Context: an optimization exercise on an open-source flow, tuned for small area, a short achievable clock period and few clock cycles per item. The choices shown serve that exercise and are no tape-out recipe. At most, simulation tests tie the RTL to the original design; equivalence was not proved. No activity file was given, so power comes from the tool's default toggle rates.

// preemptive_priority_scheduler
module preemptive_priority_scheduler (
   input  logic                        clock,
   input  logic                        reset,
   input  logic                        req_valid,
   output logic                        req_ready,
   input  logic                        req_opcode,
   input  logic [pps_pkg::SLOTF_W-1:0] req_slot,
   input  logic [pps_pkg::TIME_W-1:0]  req_arrival_time,
   input  logic [pps_pkg::TIME_W-1:0]  req_burst_time,
   input  logic [pps_pkg::PRIO_W-1:0]  req_priority,
   output logic                        rsp_valid,
   input  logic                        rsp_ready,
   output logic                        rsp_ran,
   output logic [pps_pkg::SLOTF_W-1:0] rsp_ran_slot,
   output logic                        rsp_new_slice,
   output logic [pps_pkg::TIME_W-1:0]  rsp_slice_time,
   output logic                        rsp_finished,
   output logic [pps_pkg::TIME_W-1:0]  rsp_completion_time,
   output logic [pps_pkg::TIME_W-1:0]  rsp_turnaround,
   output logic [pps_pkg::TIME_W-1:0]  rsp_waiting,
   output logic [pps_pkg::SUM_W-1:0]   rsp_waiting_sum,
   output logic [pps_pkg::SUM_W-1:0]   rsp_turnaround_sum,
   output logic                        rsp_all_done,
   input  logic                        csr_wr_en,
   input  logic [pps_pkg::FCNT_W-1:0]  csr_wr_data
);
  ...
==> flow/config.mk <==
export PLATFORM = sky130hd
export DESIGN_NAME = preemptive_priority_scheduler
export DESIGN_NICKNAME = preemptive_priority_scheduler
export VERILOG_FILES = /design/flow/design.v
export SDC_FILE = /design/flow/constraint.sdc
export NUM_CORES = 4
export LEC_CHECK = 0
export CAP_MARGIN = 20
export CORE_MARGIN = 2
export CORE_UTILIZATION = 40
export CTS_CLUSTER_DIAMETER = 80
export CTS_CLUSTER_SIZE = 22
export SETUP_SLACK_MARGIN = 3.0
export SLEW_MARGIN = 20
==> flow/constraint.sdc <==
create_clock -name core_clock -period 6.0 [get_ports {clock}]
set_input_delay 1.2000 -clock core_clock [delete_from_list [all_inputs] [get_ports {clock}]]
set_output_delay 1.2000 -clock core_clock [all_outputs]
set_load 0.01 [all_outputs]
standard.sh (not shown) runs the stock make flow with config.mk's settings and CLKGATE_MAP_FILE= SYNTH_SCRIPT=/design/flow/synth_recipe.tcl, a recipe that flattens the netlist after the stock synthesis.
==> flow/flow/run.sh <==
#!/bin/bash
# Own layout flow: the standard flow (standard synthesis unchanged), with plain
# buf_4 cells as the input and output port buffers instead of the default choice.
# make's full output goes to flow_make.log in the work folder; ORFS keeps each step's
# log under orfs/logs/.
set -euo pipefail
bash standard.sh "BUFFER_PORTS_ARGS=-buffer_cell sky130_fd_sc_hd__buf_4" finish > flow_make.log 2>&1
Change:
--- a/flow/design.v
+++ b/flow/design.v
@@ -38,16 +38,36 @@
                                           input logic [AW-1:0] c, input logic c0,
                                           input logic cin);
       logic [AW-1:0] s, cy;
       s     = a ^ b ^ c;
       cy    = ((a & b) | (a & c) | (b & c)) << 1;
       cy[0] = c0;
       add3  = add(s, cy, cin);
    endfunction
+   function automatic logic [15:0] dec12(input logic [15:0] x, input logic two);
+      logic [15:0] z;
+      logic [15:0] m;
+      z[0] = !two;
+      for (int k = 1; k < 16; k++) begin
+         m    = (16'(1) << k) - 16'(2);
+         z[k] = !(|(x & m)) & (two | !x[0]);
+      end
+      dec12 = x ^ z;
+   endfunction
+   function automatic logic [15:0] inc16(input logic [15:0] x);
+      logic [15:0] z;
+      logic [15:0] m;
+      z[0] = 1'b1;
+      for (int k = 1; k < 16; k++) begin
+         m    = (16'(1) << k) - 16'(1);
+         z[k] = &(x | ~m);
+      end
+      inc16 = x ^ z;
+   endfunction
 endpackage
 module pps_ram #(
    parameter int WIDTH = 8,
    parameter int DEPTH = 16
 ) (
    input  logic                             clock,
    input  logic                             wr_en,
    input  logic [$clog2(DEPTH)-1:0]         wr_addr,
@@ -204,17 +224,17 @@
       end
    end
    assign ld_ab   = (TW+1)'(pps_pkg::add(AW'(req_arrival_time), AW'(req_burst_time), 1'b0));
    assign ld_diff = pps_pkg::add(AW'(now_q), (~(AW'(req_arrival_time))), 1'b1);
    assign ld_arrv = !ld_diff[AW-1];
    logic [TW-1:0] rem_wd;
    logic [N-1:0]  rem_we;
    assign rem_wd = acc_load ? req_burst_time
-                            : TW'(pps_pkg::add(AW'(pend_q), {{(AW-1){1'b1}}, !pend2_q}, 1'b0));
+                            : pps_pkg::dec12(pend_q, pend2_q);
    assign rem_we = acc_load ? ld_sel : dec_q;
    always_ff @(posedge clock) begin
       for (int i = 0; i < N; i++) begin
          if (ld_sel[i]) begin
             arr_q[i]   <= req_arrival_time;
             ab_q[i]    <= ld_ab;
             prio_q[i]  <= req_priority;
          end
@@ -260,17 +280,17 @@
          last_vld_q <= 1'b0;
          fin_cnt_q  <= '0;
          task_q     <= '0;
          v1_q       <= 1'b0;
       end else begin
          if (csr_wr_en) task_q <= csr_wr_data;
          if (acc_tick) begin
             now_q <= nowp1_q;
-            if (nowp1_q != pps_pkg::TIME_MAX) nowp1_q <= nowp1_q + 1'b1;
+            if (nowp1_q != pps_pkg::TIME_MAX) nowp1_q <= pps_pkg::inc16(nowp1_q);
             if (ran) begin
                last_q     <= slot_enc;
                last_vld_q <= 1'b1;
             end
             if (fin && (fin_cnt_q != pps_pkg::COUNT_MAX)) fin_cnt_q <= fin_cnt_q + 1'b1;
          end
          if (adv) v1_q <= acc;
       end
Outcome: The changed run went through all stages and came out clean. Count of clock-buffer cells in the layout climbs by 5. Total power drops by 0.60%. Flip-flop and latch count does not change. Cell area came out lower by 1.3%. Final cell count falls by 0.46%. Via count is higher by 0.41%.
Testbench counts after the change, summed over its fixed seeds: cycles 16,096, items 16,072.
No functional check of the RTL was part of the first run of this note.

static timing again, ports no longer ideal:
Ports are ideal in the flow. The routed layouts listed here were re-timed in OpenROAD. Step 1: set_driving_cell puts a clkbuf_16 on clock and a buf_2 on each other input, an assumption about the parent block. Step 2, shift: input delay + t, output delay - t, t = (earliest + latest rising clock arrival at the registers) / 2. This alone moves slack from input paths to output paths. Slacks: no drivers / after step 1 / after step 2; pairs: no drivers / after step 1.
run | t, ns | setup WS [ns] | hold slack, ns | worst setup path at the end
the first run | 0.800 | 2.714 / 2.714 / 2.103 | 0.424 / 0.424 / 0.424 | input to register
the second run | 0.788 | 2.873 / 2.873 / 2.091 | 0.419 / 0.419 / 0.419 | input to register
After both steps every run listed still meets setup and hold. The setup slack of the second run, which loses most, moves by 0.000 ns with the drivers and by -0.782 ns with both steps.
